Background: an optimization exercise with open tools, aiming at small area, a short achievable clock period and few clock cycles. Do not read the settings as production practice.
Only simulation tests tie the RTL to the original design; equivalence was not proved.
Power figures rest on the tool's default switching activity, not on a simulated workload.

## flow/design.v (module list and top-level ports; edited modules follow where they fit)
// module qsim_seq: 165 lines
// module qsim_cmac: 2551 lines
// module qsim_top: 65 lines
module qsim_top
(
  input  wire        clk,
  input  wire        reset_n,
  input  wire        dut_valid,
  output wire        dut_ready,
  output wire        q_state_input_sram_write_enable,
  output qsim_pkg::addr_t q_state_input_sram_write_address,
  output qsim_pkg::word_t q_state_input_sram_write_data,
  output qsim_pkg::addr_t q_state_input_sram_read_address,
  input  qsim_pkg::word_t q_state_input_sram_read_data,
  output wire        q_state_output_sram_write_enable,
  output qsim_pkg::addr_t q_state_output_sram_write_address,
  output qsim_pkg::word_t q_state_output_sram_write_data,
  input  qsim_pkg::word_t q_state_output_sram_read_data,
  output wire        scratchpad_sram_write_enable,
  output qsim_pkg::addr_t scratchpad_sram_write_address,
  output qsim_pkg::word_t scratchpad_sram_write_data,
  output qsim_pkg::addr_t scratchpad_sram_read_address,
  input  qsim_pkg::word_t scratchpad_sram_read_data,
  output qsim_pkg::addr_t q_gates_sram_read_address,
  input  qsim_pkg::word_t q_gates_sram_read_data
);
  // ...
==> flow/flow/run.sh <==
#!/bin/bash
# The standard layout (standard.sh) with these changes:
#  - synthesis skips the quick "abc -fast" pass inside Yosys's synth (-noabc);
#    otherwise that pass rewrites the generated full-adder trees so that
#    extract_fa finds most adders with inverted inputs and outputs, which
#    leaves several hundred inverters between the adder cells. Registers,
#    flattening and renaming are as in synth_recipe.tcl.
#  - every port still gets its buffer, but a plain buf_2 instead of the
#    clkdlybuf4s50_1 that buffer_ports picks by itself.
set -euo pipefail
export SETUP_SLACK_MARGIN=${MARGIN:-5.9}
export BUFFER_PORTS_ARGS="-buffer_cell sky130_fd_sc_hd__buf_2"
sed '1s/-nofsm -noshare /-nofsm -noshare -noabc /' synth_recipe.tcl > synth_noabc.tcl
grep -q -- '-noabc' synth_noabc.tcl
sed 's#/synth_recipe\.tcl#/synth_noabc.tcl#g' standard.sh > standard_noabc.sh
grep -q 'synth_noabc.tcl' standard_noabc.sh
bash standard_noabc.sh > standard.log 2>&1
==> flow/standard.sh <==
#!/bin/bash
# synth_recipe.tcl (not shown) runs the flow's synth.tcl, then flattens the netlist and writes it again
# the make line also repeats each setting of config.mk as NAME=value (left out here)
make -C /OpenROAD-flow-scripts/flow DESIGN_CONFIG=/design/flow/config.mk WORK_HOME=/design/flow/orfs CLKGATE_MAP_FILE= SYNTH_SCRIPT=/design/flow/synth_recipe.tcl "${@:-finish}"
==> flow/config.mk <==
export PLATFORM = sky130hd
export DESIGN_NAME = qsim_top
export DESIGN_NICKNAME = qsim_top
export VERILOG_FILES = /design/flow/design.v
export SDC_FILE = /design/flow/constraint.sdc
export NUM_CORES = 4
export LEC_CHECK = 0
export CAP_MARGIN = 20
export CORE_MARGIN = 2
export CORE_UTILIZATION = 35
export CTS_CLUSTER_DIAMETER = 80
export CTS_CLUSTER_SIZE = 30
export SLEW_MARGIN = 20
==> flow/constraint.sdc <==
create_clock -name core_clock -period 9.0 [get_ports {clk}]
set_input_delay 1.8000 -clock core_clock [delete_from_list [all_inputs] [get_ports {clk}]]
set_output_delay 1.8000 -clock core_clock [all_outputs]
set_load 0.01 [all_outputs]
==> impl_metrics.toml, run 1 <==
[power]
p_comb_frac = 0.645
powerClk_w = 0.00176
power_frac_seq = 0.241
p_sw_frac = 0.4454
internal-power_w = 0.008562

[global_route]
grt_start_max_net_pins = 37
grt_overflow_total = 0
busiest_layer = "met2"
use_met3 = 0.04072

[synthesis]
synth_edf_count = 29
synth_area_leaders = "dfxtp_1 25%, fa_1 24%, xnor2_1 12%"
synth.distinct_cells = 73

[floorplan]
dieArea_sq_um = 102100
fp.dieH_um = 319.6
start_util = 0.3536

[critical_path]
critical_path.top_delay_family = "simple AND/OR/NAND/NOR gates"
worstSetupPathType = "in2reg"
critPathRequiredTime_ns = 9.37
cp-startpoint = "q_state_input_sram_read_data[18]"
end_kind = "flip-flop"
cp_common_cell = "and3_4"
cpPeakStageDelay_ns = 0.55

[timing]
whs_ns = 0.3300
drv_slew = 0

[min_path]
hp-start = "qsim_cmac_i.first_p[0]"

[cts]
cts_buffers = 34
clk_pin_slew_ns = 0.10
cts_tree = "yes"

[cells_and_area]
syn_to_final_growth_pct = 9.715
final_cell_mix = "485 x xnor2_1, 479 x a22oi_1, 420 x fa_1"

[run_status]
status = "timing/DRC/antenna clean"

[route]
num_vias = 24890

[place]
dp.cells = 4461
Testbench counts, summed over its fixed seeds: cycles 16,392.
==> run 2: changes to the inputs <==
--- a/flow/config.mk
+++ b/flow/config.mk
@@ -7,7 +7,7 @@
 export LEC_CHECK = 0
 export CAP_MARGIN = 20
 export CORE_MARGIN = 2
-export CORE_UTILIZATION = 35
+export CORE_UTILIZATION = 45
 export CTS_CLUSTER_DIAMETER = 80
 export CTS_CLUSTER_SIZE = 30
 export SLEW_MARGIN = 20
==> run 2 against run 1 <==
Effect of this change:
- hold slack improved by 0.0013 ns
- clock power fell by about 10%
- total power rose by 0.65%
- register-to-register slack got worse by 0.07 ns
- critical path depth rose by 7
- count of clock-buffer cells in the layout fell by 4
- non-clock buffer count rose by 19
- sequential share of layout area rose by 0.11 points
- global-route usage rose by 5.5 points
- maximum frequency barely moved
- die area fell by 22%
==> impl_metrics.toml, run 2 <==
[run_status]
status = "timing/DRC/antenna clean"

[cells_and_area]
final_util = 0.4930
final_cell_area_sq_um = 38000
final_common_cell = "xnor2_1"
n_fill_cell = 6977
syn_to_final_growth_pct = 9.040
reg.largest.list = "qsim_cmac_i.acc (32), qsim_cmac_i.g_q (32)"
nNetsFinal = 3934
regArea_sq_um = 9681
multi_input_area_sq_um = 23540
drive_gt1_frac = 0.1676
final_cell_mix = "485 x xnor2_1, 479 x a22oi_1, 419 x fa_1"

[route]
first_pass_iters = 10
wl_per_cell_um = 24.02
postRouteAntennaNets = 0
drc = 0
dr.first_iter.drc_count = 2519
via_per_inst = 5.921
wl_um = 103500
num_vias = 25530

[critical_path]
crit_fanout = 7
cpPeakStageDelay_ns = 0.48
cp-startpoint = "qsim_cmac_i.first_p[1]"
critPathRequiredTime_ns = 9.52
r2r_cells = 13
timing.rr.end = "qsim_cmac_i.acc[15]"
end_kind = "flip-flop"
worstSetupPathType = "reg2reg"
arrival_ns = 3.62
worstSetupStartpointType = "flip-flop"
r2r_start = "qsim_cmac_i.first_p[1]"
cp_cell_sequence = "buf_12 -> buf_4 -> nand2b_1 -> fa_1 -> inv_1 -> ha_4 -> nand4_1 -> o221a_4 -> o211ai_1 -> a31oi_2 -> o21bai_2 -> o22ai_2 -> xnor2_1"
ff2ff_setup_slack_ns = 5.90
critPathSlowestCell = "fa_1"
crit_end = "qsim_cmac_i.acc[15]"

[place]
placed_cell_area_sq_um = 35960
dp_hpwl_um = 64700
port_buffers = 236
gp_congestion = 0.8492

[floorplan]
die_w_um = 282.3
std_cell_rows = 102
fp.dieH_um = 282.3
dieArea_sq_um = 79690
coreArea_sq_um = 77080
start_util = 0.4521
io_pins = 327

[timing]
drv_slew = 0
post-route-period-util = 0.3441
max_freq_mhz = 322.9
setup_viol = 0
fin_crit_ns = 3.097
finalSetupTns_ns = 0
max-slew-margin-rel = 0.3111
rsz0062_at_grt = "yes"
hold_viol = 0
skew_ns = 0.04898
tightest_slew_ns = 1.032

[synthesis]
yosysSeqAreaShare = 0.2726
yosysTopAreaCellShare = 0.2476
synth_top_cell_by_area = "dfxtp_1"
yosysWarningCount = 2
synth_seq_cells = 460
synthFlopType = "dfxtp_1"
synth_most_common_cell = "xnor2_1"
synth_edf_count = 29
syn_inst = 3259
synth_common_cells = "485 x xnor2_1, 479 x a22oi_1, 431 x dfxtp_1, 422 x fa_1, 230 x clkbuf_1"
synth_area_sq_um = 34850
ys_async_sr_fraction = 0
synth.distinct_cells = 73
synth_area_leaders = "dfxtp_1 25%, fa_1 24%, xnor2_1 12%"
syn-mean-instance-area_sq_um = 10.69

[global_route]
antenna_found_initial = 1
grt_pass1_vias = 26640
grt_usage = 0.2539
grt_start_max_net_pins = 37
grt_pass1_wl_um = 156500
grt_overflow_total = 0

[cts]
ctsHoldBuffers = 0
clk_latency_ns = 0.65
clk_path_buf_depth = 3
htreeDepth = 1
ctsRootBufferMaster = "clkbuf_16"
cts_buffers = 29
cts_tree = "yes"
cts_sinks = 460
clk_pin_slew_ns = 0.10

[power]
clkPwrFrac = 0.102
ir_drop_v = 0.0002681
power_frac_seq = 0.236
cellPowerDensity_nw_per_um2 = 408.9
switching_power_w = 0.006882
p_leak_nw = 14.81
p_sw_frac = 0.4429
internal-power_w = 0.008657
p_comb_frac = 0.662

[min_path]
hp-class = "reg2reg"

[flow_run]
max_cap_viol_count = 0
## run 2: changes by cell type in the layout (fill, tap and decap cells not counted), moves of 4 or more
cell,delta
dfxtp_2,-6
clkbuf_16,-4
buf_4,+18
inv_6,-5
ha_1,-5
ha_4,+7
dfxtp_1,+9
## run 2: routing by layer
layer / vias to the layer above / routed length [um] / GRT usage
met2: 1548 / 48210 / 0.4104
met5: - / 0 / 0
met3: 315 / 9975 / 0.05327
met4: 0 / 4821 / 0.1123
met1: 12830 / 40530 / 0.3285
li1: 10840 / - / -
## run 2: what timing repair did
action | in CTS | in global routing
setup buffers | 16 | 24
pin swaps | 5 | 28
gates cloned | 2 | 2
endpoints found under the setup margin | 88 | 98
resized for setup | 48 | 90
## run 2: cell type report
type / count / share of cell area
Sequential cell: 460 / 0.2547
Clock inverter: 21 / 0.009976
Clock buffer: 31 / 0.01985
Multi-Input combinational cell: 2319 / 0.6196
Antenna cell: 1 / 0.00006585
Inverter: 115 / 0.01146
Timing Repair Buffer: 324 / 0.05011
Tap cell: 1040 / 0.03424
## run 2: cell families after synthesis
group,synth area share
AO/OA/AOI/OAI,0.1388
XOR/XNOR,0.1558
adder cells (fa/ha/maj),0.2978
buffers and inverters,0.07284
flip-flops,0.2726
AND/OR/NAND/NOR,0.05023
multiplexers,0.01181
other,0.0001076
## run 2: critical path: cells and delay by family (launching register included)
family / cells / cell delay, ns
AO/OA/AOI/OAI: 5 / 1.01
adder cells (fa/ha/maj): 2 / 0.77
flip-flops: 1 / 0.42
buffers and inverters: 3 / 0.39
XOR/XNOR: 1 / 0.13
AND/OR/NAND/NOR: 2 / 0.27
## run 2: stage by stage
step                      power (W)  hold slack [ns]  worst slack (ns)  cells
final                       0.01554           0.3313             5.903   4311
after global routing        0.01708           0.3429             5.791   4310
after CTS                   0.01479           0.3317             5.743   4284
after detailed placement    0.01292           0.3121             4.979   4214
after global placement      0.01263           0.3114             5.166   4214
after floorplan             0.01038           0.3096             5.334   3316
## run 2: power by group through the flow
stage,clock network [W],registers [W],logic (W)
after floorplan,0,0.00346,0.00692
after global placement,0,0.00368,0.00895
after global routing,0.00171,0.00375,0.0116
after CTS,0.00163,0.00366,0.00950
final,0.00158,0.00366,0.0103
after detailed placement,0,0.00371,0.00920
## run 2: worst min-delay path by stage
stage / to / cells past startpoint / startpoint / slack, ns
6_report: qsim_cmac_i.first_p[1] / 0 / qsim_cmac_i.first_p[0] / 0.33
5_1_grt: qsim_cmac_i.first_p[1] / 0 / qsim_cmac_i.first_p[0] / 0.34
4_1_cts: qsim_cmac_i.first_p[1] / 0 / qsim_cmac_i.first_p[0] / 0.33
3_5_place_dp: qsim_cmac_i.first_p[1] / 0 / qsim_cmac_i.first_p[0] / 0.31
3_3_place_gp: qsim_seq_i.src_p[1] / 0 / qsim_seq_i.src_p[0] / 0.31
2_1_floorplan: qsim_cmac_i.first_p[0] / 0 / qsim_seq_i.first2 / 0.31
==> run 3: changes to the inputs <==
--- a/flow/config.mk
+++ b/flow/config.mk
@@ -7,7 +7,7 @@
 export LEC_CHECK = 0
 export CAP_MARGIN = 20
 export CORE_MARGIN = 2
-export CORE_UTILIZATION = 45
+export CORE_UTILIZATION = 40
 export CTS_CLUSTER_DIAMETER = 80
 export CTS_CLUSTER_SIZE = 30
 export SLEW_MARGIN = 20
==> run 3 against run 2 <==
Effect of this change:
- critical path depth fell by 12
- maximum frequency rose by 1.6%
- global-route usage fell by 2.1 points
- clock power barely moved
- cell area fell by 0.39%
- synthesized cell count did not move
- sequential share of layout area rose by 0.26 points
- die area rose by 12%
- largest cell class unchanged
- largest power group unchanged
==> impl_metrics.toml, run 3 <==
[run_status]
status = "timing/DRC/antenna clean"

[route]
wl_um = 105900
wl_met2_um = 47800
num_vias = 25010
dr.first_iter.drc_count = 2594
drc = 0
wl_met3_um = 10650
met1Wirelength_um = 43070
postRouteAntennaNets = 0
highest_layer = "met5"
first_pass_iters = 7
via_per_inst = 5.684
wl_per_cell_um = 24.06

[power]
internal-power_w = 0.008424
clkPwrFrac = 0.104
p_sw_frac = 0.4474
cellPowerDensity_nw_per_um2 = 402.8
power_frac_seq = 0.248
ir_drop_v = 0.0002826
switching_power_w = 0.006821
p_comb_frac = 0.648
p_leak_nw = 14.69
finalPower_w = 0.01525

[timing]
drv_slew = 0
setup_viol = 0
skew_ns = 0.04948
fin_crit_ns = 3.049
post-route-period-util = 0.3388
finalSetupTns_ns = 0
max-slew-margin-rel = 0.3619
rsz0062_at_grt = "yes"
max_freq_mhz = 328.0
hold_viol = 0
tightest_slew_ns = 0.9572

[cells_and_area]
final_cell_mix = "485 x xnor2_1, 479 x a22oi_1, 421 x fa_1"
reg.largest.list = "qsim_cmac_i.acc (32), qsim_cmac_i.g_q (32)"
final_common_cell = "xnor2_1"
n_antenna_cell = 0
drive_gt1_frac = 0.1627
nNetsFinal = 3908
syn_to_final_growth_pct = 8.609

[synthesis]
synth_area_leaders = "dfxtp_1 25%, fa_1 24%, xnor2_1 12%"
syn_inst = 3259
yosysWarningCount = 2
ys_async_sr_fraction = 0
yosysTopAreaCellShare = 0.2476
synth_seq_cells = 460
synth_top_cell_by_area = "dfxtp_1"
synth_common_cells = "485 x xnor2_1, 479 x a22oi_1, 431 x dfxtp_1, 422 x fa_1, 230 x clkbuf_1"
syn-mean-instance-area_sq_um = 10.69
synth_most_common_cell = "xnor2_1"
synth_area_sq_um = 34850
synthFlopType = "dfxtp_1"
synth_edf_count = 29
yosysSeqAreaShare = 0.2726
synth.distinct_cells = 73

[place]
gp_congestion = 0.8354
dp_hpwl_um = 64240
port_buffers = 236

[critical_path]
end_kind = "primary output"
r2r_cells = 8
worstSetupStartpointType = "flip-flop"
critical_path.top_delay_family = "flip-flops"
worstSetupPathType = "reg2out"
critPathSlowestCell = "dfxtp_1"
cp_num_cells = 1
arrival_ns = 1.25
cpPeakStageDelay_ns = 0.42
critPathRequiredTime_ns = 7.20
ff2ff_setup_slack_ns = 5.98
cp_cell_sequence = "buf_2"
crit_buf_inv = 1
crit_fanout = 4

[cts]
clk_path_buf_depth = 3
clk_pin_slew_ns = 0.11
cts_buffers = 28
cts_sinks = 460
clk_latency_ns = 0.67
htreeDepth = 1
ctsRootBufferMaster = "clkbuf_16"
ctsHoldBuffers = 0
cts_tree = "yes"

[global_route]
grt_usage = 0.2327
grt_overflow_total = 0
antenna_found_initial = 4
grt_pass1_vias = 25680
grt_pass1_wl_um = 160200
grt_start_max_net_pins = 37

[floorplan]
die_w_um = 299.2
fp.dieH_um = 299.2
dieArea_sq_um = 89510
coreArea_sq_um = 86620
std_cell_rows = 108
io_pins = 327
start_util = 0.4024

[min_path]
hp-class = "reg2reg"
hold_path_depth = 0

[flow_run]
max_cap_viol_count = 0
==> run 3: cell counts after synthesis <==
Identical to the previous run, type by type.
==> run 3: area by class of cell <==
type,count,area (sq um)
tap,1155,1445
clock buffer,29,725.7
fill,8228,48770
multi-input combinational,2318,23420
clock inverter,23,380.4
sequential,460,9739
timing repair buffer,300,1710
inverter,115,431.7
==> run 3: cells by family (layout without fill, tap and decap cells) <==
kind of cell               count (synthesis)  after routing  synth area share
AOI/OAI and AO/OA                        668            668            0.1388
xor gates and xnor gates                 620            620            0.1558
adders and majority gates                582            582            0.2978
buffers and inverters                    539            467           0.07284
DFF                                      460            460            0.2726
and+or+nand+nor                          349            350           0.05023
muxes                                     40             40           0.01181
other                                      1             58         0.0001076
==> run 3: power by group through the flow <==
stage	Sequential, W	Clock [W]	Combinational (W)
detailed placement	0.00382	0	0.00921
floorplan	0.00346	0	0.00692
global placement	0.00380	0	0.00900
finish	0.00378	0.00159	0.00988
global route	0.00386	0.00171	0.0113
CTS	0.00377	0.00163	0.00941
==> run 3: through the flow <==
step	instances	setup WS [ns]	cell area, sq um	utilization	hold slack (ns)
final	4400	5.951	37850	0.4370	0.3382
after CTS	4389	5.765	37480	0.4327	0.3393
after floorplan	3316	5.334	35190	-	0.3096
after detailed placement	4318	5.192	36040	0.4161	0.3121
after global routing	4400	5.883	37850	0.4370	0.3498
after global placement	4318	5.199	36040	0.4161	0.3100
==> run 3: layer usage <==
layer,up-vias,track usage
li1,10760,-
met1,12460,0.3140
met2,1473,0.3714
met3,309,0.04660
met4,4,0.08321
met5,-,0
==> run 3: path summary, 6_finish.rpt <==
check	start	endpoint
worst min-delay path	qsim_seq_i.src_p[1]	qsim_seq_i.src_p[2]
worst max register to register	qsim_cmac_i.r1763	qsim_cmac_i.r2137
worst max-delay path	qsim_seq_i.gate_addr[3]	q_gates_sram_read_address[3]
worst min register to register	qsim_seq_i.src_p[1]	qsim_seq_i.src_p[2]
==> run 3: what timing repair did <==
item | in CTS | in global routing
pin swaps | 5 | 10
setup endpoints to repair | 131 | 97
cloned | 2 | 0
setup buffers | 17 | 11
resized for setup | 63 | 75
==> run 4: changes to the inputs <==
--- a/flow/flow/run.sh
+++ b/flow/flow/run.sh
@@ -5,11 +5,11 @@
 #    extract_fa finds most adders with inverted inputs and outputs, which
 #    leaves several hundred inverters between the adder cells. Registers,
 #    flattening and renaming are as in synth_recipe.tcl.
-#  - every port still gets its buffer, but a plain buf_2 instead of the
+#  - every port still gets its buffer, but a plain buf_4 instead of the
 #    clkdlybuf4s50_1 that buffer_ports picks by itself.
 set -euo pipefail
 export SETUP_SLACK_MARGIN=${MARGIN:-5.9}
-export BUFFER_PORTS_ARGS="-buffer_cell sky130_fd_sc_hd__buf_2"
+export BUFFER_PORTS_ARGS="-buffer_cell sky130_fd_sc_hd__buf_4"
 sed '1s/-nofsm -noshare /-nofsm -noshare -noabc /' synth_recipe.tcl > synth_noabc.tcl
 grep -q -- '-noabc' synth_noabc.tcl
 sed 's#/synth_recipe\.tcl#/synth_noabc.tcl#g' standard.sh > standard_noabc.sh
==> run 4 against run 3 <==
Effect of this change:
- total power increased by 0.59%
- cell area increased by 1.7%
- die area unchanged
- still clean
- sequential power about the same
- register-to-register slack about the same
- first-iteration DRC count decreased by 6.4%
- sequential cell count unchanged
- clock power increased by 11%
- global-route usage decreased by 0.12 points
==> impl_metrics.toml, run 4 <==
[cts]
ctsHoldBuffers = 0
clk_latency_ns = 0.62
cts_sinks = 460
clk_pin_slew_ns = 0.10
htreeDepth = 2
cts_buffers = 34
cts_tree = "yes"
ctsRootBufferMaster = "clkbuf_16"
clk_path_buf_depth = 3

[critical_path]
critPathRequiredTime_ns = 9.38
crit_fanout = 10
end_kind = "flip-flop"
arrival_ns = 3.44
worstSetupPathType = "in2reg"
worstSetupStartpointType = "input port"

[global_route]
grt_overflow_total = 0
grt_pass1_vias = 25790
antenna_found_initial = 0
grt_start_max_net_pins = 37
grt_usage = 0.2315
grt_pass1_wl_um = 159300

[timing]
max-slew-margin-rel = 0.3595
setup_viol = 0
rsz0062_at_grt = "yes"
hold_viol = 0
fin_crit_ns = 3.063
max_freq_mhz = 326.5
tightest_slew_ns = 0.9608
drv_slew = 0
post-route-period-util = 0.3403
skew_ns = 0.04656
finalSetupTns_ns = 0
setup_ws_ns = 5.937

[cells_and_area]
reg.largest.list = "qsim_cmac_i.acc (32), qsim_cmac_i.g_q (32)"
final_cell_mix = "485 x xnor2_1, 479 x a22oi_1, 421 x fa_1"
syn_to_final_growth_pct = 10.45
nNetsFinal = 3912
n_antenna_cell = 0
final_util = 0.4444
n_fill_cell = 8104
drive_gt1_frac = 0.1555
final_common_cell = "xnor2_1"

[place]
dp_hpwl_um = 64230
port_buffers = 236
post-place-ws_ns = 5.160
gp_congestion = 0.8383

[floorplan]
start_util = 0.4024
fp.dieH_um = 299.2
std_cell_rows = 108
io_pins = 327
dieArea_sq_um = 89510
die_w_um = 299.2
coreArea_sq_um = 86620

[route]
wl_per_cell_um = 23.93
postRouteAntennaNets = 0
num_vias = 24940
first_pass_iters = 6
wl_um = 105500
via_per_inst = 5.659
dr.first_iter.drc_count = 2427
drc = 0

[synthesis]
synth_area_leaders = "dfxtp_1 25%, fa_1 24%, xnor2_1 12%"
synth_top_family_by_area = "adder cells"
syn-mean-instance-area_sq_um = 10.69
synth_area_sq_um = 34850
yosysWarningCount = 2
syn_inst = 3259
synth_compound_area_frac = 0.1388
synth_edf_count = 29
synth_common_cells = "485 x xnor2_1, 479 x a22oi_1, 431 x dfxtp_1, 422 x fa_1, 230 x clkbuf_1"
synth_xor_area_frac = 0.1558
ys_async_sr_fraction = 0
yosysTopAreaCellShare = 0.2476
synth.distinct_cells = 73
synthFlopType = "dfxtp_1"
synthSimpleGateAreaFrac = 0.05023
yosysSeqAreaShare = 0.2726
synth_seq_cells = 460
synth_top_cell_by_area = "dfxtp_1"
synthAdderAreaFrac = 0.2978
synth_most_common_cell = "xnor2_1"
synth_mux_area_frac = 0.01181

[run_status]
status = "timing/DRC/antenna clean"

[flow_run]
max_cap_viol_count = 0

[power]
cellPowerDensity_nw_per_um2 = 398.4
p_leak_nw = 14.92
ir_drop_v = 0.0002402

[min_path]
hp-class = "reg2reg"
-- run 4: cell counts after synthesis --
Identical to the previous run, type by type.
-- run 4: metrics by stage --
step           instances  area (sq um)  hold slack [ns]  total power, W
6_report            4408         38490           0.3369         0.01534
5_1_grt             4408         38490           0.3487         0.01687
4_1_cts             4398         38210           0.3380         0.01509
3_5_place_dp        4319         36640           0.3121         0.01315
3_3_place_gp        4319         36640           0.3095         0.01292
2_1_floorplan       3316         35190           0.3096         0.01038
-- run 4: layout make-up --
class,count,area (sq um),share of cell area
flip-flops and latches,460,9721,0.2525
multi-input cells,2318,23340,0.6063
well taps,1155,1445,0.03754
repair buffers,298,2276,0.05913
clock buffers,37,872.1,0.02266
clock inverters,25,410.4,0.01066
inverters,115,431.7,0.01121
-- run 4: path summary, 6_finish.rpt --
kind              slack, ns                             start                   endpoint  cells past startpoint
setup / recovery       5.94  q_state_input_sram_read_data[18]  qsim_seq_i.gates_left[12]                      6
hold / removal         0.34               qsim_seq_i.src_p[1]        qsim_seq_i.src_p[2]                      0
setup reg to reg       5.98            qsim_cmac_i.first_p[1]        qsim_cmac_i.acc[31]                     13
hold reg to reg        0.34               qsim_seq_i.src_p[1]        qsim_seq_i.src_p[2]                      0
-- run 4: power breakdown --
part / switching, W / leakage, nW / internal (W) / total (W)
logic: 0.00515 / 10.4 / 0.00464 / 0.00979
registers: 0.000706 / 3.90 / 0.00307 / 0.00378
clock network: 0.000966 / 0.613 / 0.000805 / 0.00177
-- run 4: cell families (layout without fill, tap and decap cells) --
kind of cell / after synthesis / in the layout
buf+inv: 539 / 475
simple gates: 349 / 350
compound gates: 668 / 668
flops: 460 / 460
mux: 40 / 40
other cells: 1 / 58
fa+ha+maj: 582 / 582
xor+xnor: 620 / 620
-- run 4: metal layers --
layer | global-route usage | vias up | routed length [um]
met1 | 0.3003 | 12420 | 42260
met5 | 0 | - | 0
met4 | 0.09179 | 0 | 4212
met2 | 0.3733 | 1460 | 48320
met3 | 0.05479 | 286 | 10710
li1 | - | 10780 | -
-- run 4: worst max-delay path: stages --
cell and delay, ns:
buf_4 0.13, or4b_4 0.55, and3_4 0.20, and3_4 0.24
mux2_4 0.31, o221a_4 0.20
-- run 4: repair_timing --
action                     CTS  global route
gates cloned                 2             0
setup endpoints to repair  107            76
resized for setup           52            54
pin swaps                    4             9
buffers inserted            15            10
==> run 5: changes to the inputs <==
==> flow/run.sh (new file) <==
#!/bin/bash
# synth_recipe.tcl (not shown) runs the flow's synth.tcl, then flattens the netlist and writes it again
# the make line also repeats each setting of config.mk as NAME=value (left out here)
make -C /OpenROAD-flow-scripts/flow DESIGN_CONFIG=/design/flow/config.mk WORK_HOME=/design/flow/orfs CLKGATE_MAP_FILE= SYNTH_SCRIPT=/design/flow/synth_recipe.tcl finish
--- a/flow/config.mk
+++ b/flow/config.mk
@@ -10,4 +10,5 @@
 export CORE_UTILIZATION = 40
 export CTS_CLUSTER_DIAMETER = 80
 export CTS_CLUSTER_SIZE = 30
+export SETUP_SLACK_MARGIN = 5
 export SLEW_MARGIN = 20
removed: flow/flow/run.sh
removed: flow/standard.sh
==> run 5 against run 4 <==
Effect of this change:
- still clean on timing, DRC and antenna
- clock skew fell by 0.0050 ns
- combinational power barely moved
- synthesized cell count rose by 12%
- maximum frequency fell by 20%
- count of clock-buffer cells in the layout fell by 5
- sequential share of layout area fell by 1.2 points
- critical path type is now reg2out
- largest cell class unchanged
==> impl_metrics.toml, run 5 <==
[flow_run]
max_cap_viol_count = 0

[global_route]
grt_pass1_wl_um = 167000
grt_usage = 0.2319
grt_start_max_net_pins = 38
antenna_found_initial = 5
grt_overflow_total = 0
grt_pass1_vias = 27520

[cts]
clk_latency_ns = 0.66
htreeDepth = 1
clk_pin_slew_ns = 0.11
cts_setup_buffers = 0
clk_path_buf_depth = 3
ctsHoldBuffers = 0
cts_buffers = 30
cts_tree = "yes"
cts_sinks = 460
post_cts_resized = 3
ctsRootBufferMaster = "clkbuf_16"

[floorplan]
std_cell_rows = 110
fp.dieH_um = 305.4
start_util = 0.4037
die_w_um = 305.4
io_pins = 327
coreArea_sq_um = 90010
dieArea_sq_um = 93270

[timing]
rsz0062_at_grt = "no"
finalSetupTns_ns = 0
max-slew-margin-rel = 0.1927
fin_crit_ns = 3.844
drv_slew = 0
max_freq_mhz = 260.1
setup_viol = 0
tightest_slew_ns = 1.211
hold_viol = 0
post-route-period-util = 0.4271
whs_ns = 0.3289
skew_ns = 0.04158

[place]
port_buffers = 236
gp_congestion = 0.8273
dp.cells = 4746
dp_hpwl_um = 67220
placed_cell_area_sq_um = 38630

[route]
first_pass_iters = 6
num_vias = 26730
wl_per_cell_um = 22.81
dr.first_iter.drc_count = 2687
drc = 0
via_per_inst = 5.565
wl_um = 109500
postRouteAntennaNets = 0

[cells_and_area]
multi_input_area_sq_um = 23050
syn_to_final_growth_pct = 9.645
final_common_cell = "inv_1"
nNetsFinal = 4284
drive_gt1_frac = 0.05323
final_cell_mix = "508 x inv_1, 475 x a22oi_1, 424 x xnor2_1"
final_cell_area_sq_um = 39840
regArea_sq_um = 9579
n_fill_cell = 8691
final_cell_count_no_fill = 4803
reg.largest.list = "qsim_cmac_i.acc (32), qsim_cmac_i.g_q (32)"

[critical_path]
critPathRequiredTime_ns = 7.20
end_kind = "primary output"
worstSetupPathType = "reg2out"
cp_cell_sequence = "clkdlybuf4s50_1"
cpPeakStageDelay_ns = 0.73
crit_fanout = 16
critPathSlowestCell = "dfxtp_1"
crit_buf_inv = 1
worstSetupStartpointType = "flip-flop"
arrival_ns = 2.04
critical_path.top_delay_family = "flip-flops"

[synthesis]
synthFlopType = "dfxtp_1"
synth_top_cell_by_area = "dfxtp_1"
yosysWarningCount = 2
synth_most_common_cell = "inv_1"
synth_common_cells = "512 x inv_1, 475 x a22oi_1, 431 x dfxtp_1, 424 x xnor2_1, 422 x fa_1"
synth_seq_cells = 460
synth_edf_count = 29
ys_async_sr_fraction = 0
synth.distinct_cells = 77
syn_inst = 3658
yosysSeqAreaShare = 0.2614
synth_area_sq_um = 36340
synth_area_leaders = "dfxtp_1 24%, fa_1 23%, xnor2_1 10%"
yosysTopAreaCellShare = 0.2375
syn-mean-instance-area_sq_um = 9.933

[min_path]
hp-class = "reg2reg"

[power]
p_leak_nw = 16.52
finalPower_w = 0.01555
ir_drop_v = 0.0003077
cellPowerDensity_nw_per_um2 = 390.2

[run_status]
status = "timing/DRC/antenna clean"
[run 5: cell count changes in the layout (fill, tap and decap cells not counted), sizes merged, moves of 6 or more]
cell	before	now
a211oi	3	11
a21oi	35	45
and3	16	10
buf	296	33
clkbuf	38	32
clkdlybuf4s50	0	236
inv	133	528
maj3	28	18
nor2b	27	21
nor3	16	22
o21a	4	14
o21ai	71	64
xnor2	485	424
xor2	135	187
[run 5: layout make-up]
type                    count  area share
inverters                 515     0.04862
clock buffers              32     0.01957
diodes                      1  0.00006281
multi-input cells        2326      0.5786
well taps                1176     0.03693
clock inverters            24     0.01030
repair buffers            269     0.06551
flip-flops and latches    460      0.2404
[run 5: power by group]
part           internal [W]  switching [W]  leakage, nW
combinational       0.00454        0.00557         12.1
sequential          0.00307       0.000697         3.89
clock              0.000746       0.000924        0.563
total               0.00836        0.00719         16.5
[run 5: per-layer routing]
layer,share of wire,routed length (um),GRT usage
met2,0.44,48500,0.3702
met1,0.41,44500,0.3024
met3,0.10,11120,0.04846
met5,0.00023,25,0
met4,0.049,5390,0.1053
[run 5: cells by family after synthesis]
family | Yosys count | share of synthesized area
AO/OA/AOI/OAI | 698 | 0.1400
XOR/XNOR | 611 | 0.1473
adder cells (fa/ha/maj) | 569 | 0.2819
buffers and inverters | 929 | 0.1104
flip-flops | 460 | 0.2614
multiplexers | 32 | 0.008987
other | 1 | 0.0001032
AND/OR/NAND/NOR | 358 | 0.05000
[run 5: worst paths after layout]
kind,slack (ns),cells past startpoint,start,to
setup reg to reg,5.29,10,qsim_cmac_i.first_p[1],qsim_cmac_i.acc[31]
hold / removal,0.33,0,qsim_seq_i.src_p[0],qsim_seq_i.src_p[1]
hold reg to reg,0.33,0,qsim_seq_i.src_p[0],qsim_seq_i.src_p[1]
setup / recovery,5.16,1,qsim_seq_i.dut_ready,dut_ready
[run 5: through the flow]
| step | worst slack, ns | utilization |
|---|---|---|
| 3_3_place_gp | 4.178 | 0.4292 |
| 5_1_grt | 5.014 | 0.4426 |
| 3_5_place_dp | 4.132 | 0.4292 |
| 2_1_floorplan | 5.368 | - |
| 6_report | 5.156 | 0.4426 |
| 4_1_cts | 5.128 | 0.4426 |

[separate check: timing with driven ports]
How much do the figures lean on ideal ports? The routed layouts below were timed once more, with nothing changed but the port constraints. Step 1, drivers: a clkbuf_16 drives clk and a buf_2 each remaining input, both assumed. Step 2 also shifts input and output timing later by t, the mid clock arrival at the registers, as if the neighbouring blocks saw the same clock. a / b / c = ideal / step 1 / step 2; a / b = the first two.
run	t, ns	setup slack, ns	cell pins on the clock port's net
run 1	0.649	5.905 / 5.902 / 5.301	1
run 2	0.693	5.903 / 5.873 / 5.281	1
run 3	0.709	5.951 / 5.888 / 5.291	1
run 4	0.661	5.937 / 5.916 / 5.316	1
run 5	0.704	5.156 / 5.090 / 4.545	1
After both steps every run listed still meets setup and hold. The setup slack of run 3, which loses most, moves by -0.063 ns with the drivers and by -0.660 ns with both steps.
